What follows belongs to an exercise in optimizing a design on an open flow for small area and a short achievable clock period; a production flow would make more cautious choices. At most, simulation tests tie the RTL to the original design; equivalence was not proved. Power and IR drop assume default switching activity.

==> try-umber: inputs <==
==> flow/design.v <==
module dm_addr_gen #(
    parameter int DMA_SIZE = 16,
    parameter int DMD_SIZE = 16,
    parameter int NREG     = 8
) (
    input  logic                clk,
    input  logic                reset,
    input  logic                ps_dg_en,
    input  logic                ps_dg_pre,
    input  logic [2:0]          ps_dg_ireg,
    input  logic [2:0]          ps_dg_mreg,
    input  logic                ps_dg_imm_en,
    input  logic [DMA_SIZE-1:0] ps_dg_imm,
    input  logic                ps_dg_wrt_en,
    input  logic [4:0]          ps_dg_wrt_add,
    input  logic                ps_dg_rd_en,
    input  logic [4:0]          ps_dg_rd_add,
    input  logic [DMD_SIZE-1:0] bc_dt,
    output logic [DMA_SIZE-1:0] dg_dm_add,
    output logic [DMD_SIZE-1:0] dg_bc_dt
);
    logic [NREG-1:0][15:0] i_reg;
    logic [NREG-1:0][15:0] m_reg;
    logic [NREG-1:0][15:0] l_reg;
    logic [NREG-1:0][15:0] b_reg;
    logic [15:0] dm_add_q;
    logic [15:0] bc_dt_q;
    logic [15:0] i_cur, l_cur, b_cur, u;
    logic        s;
    logic [16:0] a_sum;       
    logic [15:0] r_l;         
    logic [17:0] t_cmp;       
    logic        do_wrap;
    logic [15:0] wrap;
    always_comb begin
        i_cur = i_reg[ps_dg_ireg];
        l_cur = l_reg[ps_dg_ireg];
        b_cur = b_reg[ps_dg_ireg];
        u     = ps_dg_imm_en ? ps_dg_imm : m_reg[ps_dg_mreg];
        s     = u[15];
        a_sum = {1'b0, i_cur} + {1'b0, u};
        r_l   = i_cur + u + (s ? l_cur : ~l_cur) + {15'd0, ~s};
        t_cmp = {2'b00, i_cur} + {2'b00, u} + {2'b11, ~b_cur} + 18'd1
              - (s ? 18'h10000 : {2'b00, l_cur});
        do_wrap = (l_cur != 16'd0) && (s ? (a_sum[16] && t_cmp[17]) : !t_cmp[17]);
        wrap    = do_wrap ? r_l : a_sum[15:0];
    end
    logic [15:0] rd_val;
    always_comb begin
        case (ps_dg_rd_add[4:3])
            2'd0:    rd_val = i_reg[ps_dg_rd_add[2:0]];
            2'd1:    rd_val = m_reg[ps_dg_rd_add[2:0]];
            2'd2:    rd_val = l_reg[ps_dg_rd_add[2:0]];
            default: rd_val = b_reg[ps_dg_rd_add[2:0]];
        endcase
    end
    always_ff @(posedge clk or posedge reset) begin
        if (reset) begin
            i_reg    <= '0;
            m_reg    <= '0;
            l_reg    <= '0;
            b_reg    <= '0;
            dm_add_q <= '0;
            bc_dt_q  <= '0;
        end else begin
            if (ps_dg_en) begin
                if (ps_dg_pre) begin
                    dm_add_q <= a_sum[15:0];
                end else begin
                    dm_add_q          <= i_cur;
                    i_reg[ps_dg_ireg] <= wrap;
                end
            end
            if (ps_dg_wrt_en) begin
                case (ps_dg_wrt_add[4:3])
                    2'd0: i_reg[ps_dg_wrt_add[2:0]] <= bc_dt;
                    2'd1: m_reg[ps_dg_wrt_add[2:0]] <= bc_dt;
                    2'd2: l_reg[ps_dg_wrt_add[2:0]] <= bc_dt;
                    default: begin
                        b_reg[ps_dg_wrt_add[2:0]] <= bc_dt;
                        i_reg[ps_dg_wrt_add[2:0]] <= bc_dt;
                    end
                endcase
            end
            if (ps_dg_rd_en) begin
                bc_dt_q <= rd_val;
            end
        end
    end
    assign dg_dm_add = dm_add_q;
    assign dg_bc_dt  = bc_dt_q;
endmodule
==> flow/run.sh <==
#!/bin/bash
# synth_recipe.tcl (not shown) runs the flow's synth.tcl, then flattens the netlist and writes it again
# the make line also repeats each setting of config.mk as NAME=value (left out here)
make -C /OpenROAD-flow-scripts/flow DESIGN_CONFIG=/design/flow/config.mk WORK_HOME=/design/flow/orfs CLKGATE_MAP_FILE= SYNTH_SCRIPT=/design/flow/synth_recipe.tcl finish
==> flow/config.mk <==
export PLATFORM = sky130hd
export DESIGN_NAME = dm_addr_gen
export DESIGN_NICKNAME = dm_addr_gen
export VERILOG_FILES = /design/flow/design.v
export SDC_FILE = /design/flow/constraint.sdc
export NUM_CORES = 4
export LEC_CHECK = 0
export CAP_MARGIN = 20
export CORE_MARGIN = 2
export CORE_UTILIZATION = 40
export SLEW_MARGIN = 20
==> flow/constraint.sdc <==
create_clock -name core_clock -period 7.0 [get_ports {clk}]
set_input_delay 1.4000 -clock core_clock [delete_from_list [all_inputs] [get_ports {clk}]]
set_output_delay 1.4000 -clock core_clock [all_outputs]
set_load 0.01 [all_outputs]
==> try-willow: changes against try-umber <==
==> flow/design.v, changed modules only <==
module dm_addr_gen #(
    parameter int DMA_SIZE = 16,
    parameter int DMD_SIZE = 16,
    parameter int NREG     = 8
) (
    input  logic                clk,
    input  logic                reset,
    input  logic                ps_dg_en,
    input  logic                ps_dg_pre,
    input  logic [2:0]          ps_dg_ireg,
    input  logic [2:0]          ps_dg_mreg,
    input  logic                ps_dg_imm_en,
    input  logic [DMA_SIZE-1:0] ps_dg_imm,
    input  logic                ps_dg_wrt_en,
    input  logic [4:0]          ps_dg_wrt_add,
    input  logic                ps_dg_rd_en,
    input  logic [4:0]          ps_dg_rd_add,
    input  logic [DMD_SIZE-1:0] bc_dt,
    output logic [DMA_SIZE-1:0] dg_dm_add,
    output logic [DMD_SIZE-1:0] dg_bc_dt
);
    logic [NREG-1:0][15:0] i_d, m_d, l_d, b_d;    
    logic [NREG-1:0]       i_v, m_v, l_v, b_v;    
    logic [15:0] rd_val;
    logic [15:0] dm_add_q;
    logic [15:0] bc_dt_q;
    logic [15:0] i_cur, l_cur, b_cur, u;
    logic        s;
    logic [16:0] a_sum;       
    logic [15:0] r_l;         
    logic        do_wrap;
    logic [15:0] wrap;
    logic [NREG-1:0] si, sm;
    logic [4*NREG-1:0] sr;
    logic [4*NREG-1:0] v_all;
    logic [4*NREG-1:0][15:0] d_all;
    always_comb begin
        v_all = {b_v, l_v, m_v, i_v};
        d_all = {b_d, l_d, m_d, i_d};
        for (int k = 0; k < NREG; k++) begin
            si[k] = ps_dg_ireg == k[2:0];
            sm[k] = !ps_dg_imm_en && m_v[k] && ps_dg_mreg == k[2:0];
        end
        for (int j = 0; j < 4*NREG; j++)
            sr[j] = v_all[j] && ps_dg_rd_add == j[4:0];
        i_cur = '0;
        l_cur = '0;
        b_cur = '0;
        u     = ps_dg_imm_en ? ps_dg_imm : 16'd0;
        for (int k = 0; k < NREG; k++) begin
            i_cur |= (si[k] && i_v[k]) ? i_d[k] : 16'd0;
            l_cur |= (si[k] && l_v[k]) ? l_d[k] : 16'd0;
            b_cur |= (si[k] && b_v[k]) ? b_d[k] : 16'd0;
            u     |= sm[k] ? m_d[k] : 16'd0;
        end
        rd_val = '0;
        for (int j = 0; j < 4*NREG; j++)
            rd_val |= sr[j] ? d_all[j] : 16'd0;
    end
    logic [17:0] cs1_s, cs1_c, cs2_s, cs2_c, cs3_s, cs3_c;
    logic [17:0] t_n, t_p;
    logic        lt_base, ge_end;
    always_comb begin
        s     = u[15];
        a_sum = {1'b0, i_cur} + {1'b0, u};
        cs1_s = {2'b00, i_cur} ^ {2'b00, u} ^ {2'b00, ~b_cur};
        cs1_c = {(({1'b0, i_cur} & {1'b0, u}) | ({1'b0, i_cur} & {1'b0, ~b_cur})
                | ({1'b0, u} & {1'b0, ~b_cur})), 1'b1};
        cs2_s = cs1_s ^ cs1_c ^ {2'b00, ~l_cur};
        cs2_c = {((cs1_s[16:0] & cs1_c[16:0]) | (cs1_s[16:0] & {1'b0, ~l_cur})
                | (cs1_c[16:0] & {1'b0, ~l_cur})), 1'b1};
        t_n   = cs1_s + cs1_c;
        t_p   = cs2_s + cs2_c;
        lt_base = !t_n[17];
        ge_end  = t_p[17];
        cs3_s = {2'b00, i_cur ^ u ^ (s ? l_cur : ~l_cur)};
        cs3_c = {1'b0, ((i_cur & u) | (i_cur & (s ? l_cur : ~l_cur))
                | (u & (s ? l_cur : ~l_cur))), ~s};
        r_l   = 16'(cs3_s + cs3_c);
        do_wrap = (l_cur != 16'd0) && (s ? (a_sum[16] && lt_base) : ge_end);
        wrap    = do_wrap ? r_l : a_sum[15:0];
    end
    logic       wr_i, wr_m, wr_l, wr_b;
    logic       upd;
    always_comb begin
        wr_i = ps_dg_wrt_en && ps_dg_wrt_add[4:3] == 2'd0;
        wr_m = ps_dg_wrt_en && ps_dg_wrt_add[4:3] == 2'd1;
        wr_l = ps_dg_wrt_en && ps_dg_wrt_add[4:3] == 2'd2;
        wr_b = ps_dg_wrt_en && ps_dg_wrt_add[4:3] == 2'd3;
        upd  = ps_dg_en && !ps_dg_pre;
    end
    logic [NREG-1:0] sel_wi, sel_ui, sel_hi, sel_wm, sel_wl, sel_wb;
    always_comb begin
        for (int k = 0; k < NREG; k++) begin
            sel_wi[k] = (wr_i || wr_b) && ps_dg_wrt_add[2:0] == k[2:0];
            sel_ui[k] = !sel_wi[k] && upd && ps_dg_ireg == k[2:0];
            sel_hi[k] = !sel_wi[k] && !sel_ui[k];
            sel_wm[k] = wr_m && ps_dg_wrt_add[2:0] == k[2:0];
            sel_wl[k] = wr_l && ps_dg_wrt_add[2:0] == k[2:0];
            sel_wb[k] = wr_b && ps_dg_wrt_add[2:0] == k[2:0];
        end
    end
    always_ff @(posedge clk) begin
        for (int k = 0; k < NREG; k++) begin
            i_d[k] <= (sel_wi[k] ? bc_dt : 16'd0) | (sel_ui[k] ? wrap : 16'd0)
                    | (sel_hi[k] ? i_d[k] : 16'd0);
            if (sel_wm[k]) m_d[k] <= bc_dt;
            if (sel_wl[k]) l_d[k] <= bc_dt;
            if (sel_wb[k]) b_d[k] <= bc_dt;
        end
    end
    always_ff @(posedge clk or posedge reset) begin
        if (reset) begin
            i_v      <= '0;
            m_v      <= '0;
            l_v      <= '0;
            b_v      <= '0;
            dm_add_q <= '0;
            bc_dt_q  <= '0;
        end else begin
            for (int k = 0; k < NREG; k++) begin
                if (((wr_i || wr_b) && ps_dg_wrt_add[2:0] == k[2:0]) ||
                    (upd && ps_dg_ireg == k[2:0]))
                    i_v[k] <= 1'b1;
                if (wr_m && ps_dg_wrt_add[2:0] == k[2:0]) m_v[k] <= 1'b1;
                if (wr_l && ps_dg_wrt_add[2:0] == k[2:0]) l_v[k] <= 1'b1;
                if (wr_b && ps_dg_wrt_add[2:0] == k[2:0]) b_v[k] <= 1'b1;
            end
            if (ps_dg_en) dm_add_q <= ps_dg_pre ? a_sum[15:0] : i_cur;
            if (ps_dg_rd_en) bc_dt_q <= rd_val;
        end
    end
    assign dg_dm_add = dm_add_q;
    assign dg_bc_dt  = bc_dt_q;
endmodule
==> flow/flow/run.sh (new file) <==
#!/bin/bash
set -euo pipefail
cd "$(dirname "$0")/.."
export ADDER_MAP_FILE=
bash standard.sh > standard_flow.log 2>&1
==> flow/standard.sh (new file) <==
#!/bin/bash
# synth_recipe.tcl (not shown) runs the flow's synth.tcl, then flattens the netlist and writes it again
# the make line also repeats each setting of config.mk as NAME=value (left out here)
make -C /OpenROAD-flow-scripts/flow DESIGN_CONFIG=/design/flow/config.mk WORK_HOME=/design/flow/orfs CLKGATE_MAP_FILE= SYNTH_SCRIPT=/design/flow/synth_recipe.tcl "${@:-finish}"
ABC_AREA = 1   (was not set)
CORE_UTILIZATION = 55   (was 40)
SETUP_SLACK_MARGIN = 2.6   (was not set)
TNS_END_PERCENT = 5   (was not set)
removed: flow/run.sh
==> comparison table <==
Combined area of all synthesized cells: try-willow 32600 um^2; try-umber 33100 um^2
Area fraction of clock buffers and clock inverters: try-willow 5.03%; try-umber 5.07%
Run status: try-willow no timing/DRC/antenna violations; try-umber no timing/DRC/antenna violations
Detailed placer's ending HPWL: try-willow 102 mm; try-umber 99.2 mm
Combinational share of power: try-willow 40.1%; try-umber 50.5%
Design Power: try-willow 13.0 mW; try-umber 15.8 mW
Worst setup margin: try-willow 2.32 ns; try-umber 0.288 ns
Post-detailed-route via-to-cell ratio: try-willow 6.28; try-umber 6.70
Share of power burned in registers: try-willow 33.6%; try-umber 29.1%
Cell type contributing the most total cell area after synthesis: try-willow sky130_fd_sc_hd__edfxtp_1; try-umber sky130_fd_sc_hd__dfrtp_1
Worst path buffer plus inverter count: try-willow 7; try-umber 8
Fraction of synthesis flops using an asynchronous set or reset pin: try-willow 11.1%; try-umber 100%
Post-Synth Adder-Cell Area: try-willow 0%; try-umber 5.85%
The RTL of try-umber was laid out without a check of its function.

## afterwards: timing with drivers on the ports
Ports are ideal in the flow. The routed layouts listed here were re-timed in OpenROAD.
Step 1 sets driving cells, clkbuf_16 on the clock port and buf_2 on the other inputs (assumed; they add their load-dependent delay and slew).
Step 2 also shifts input and output timing later by t, the mid clock arrival at the registers, as if the neighbouring blocks saw the same clock.
a / b / c = ideal / step 1 / step 2; a / b = the first two.
run | shift t [ns] | slack for setup (ns) | slew at the worst register clock pin (ns)
try-umber | 0.730 | 0.288 / 0.305 / -0.425 | 0.07 / 0.07
try-willow | 0.693 | 2.318 / 2.357 / 1.664 | 0.06 / 0.06
With both steps, setup timing fails in try-umber, where it was met with ideal ports. The setup slack of try-umber, which loses most, moves by +0.017 ns with the drivers and by -0.713 ns with both steps.
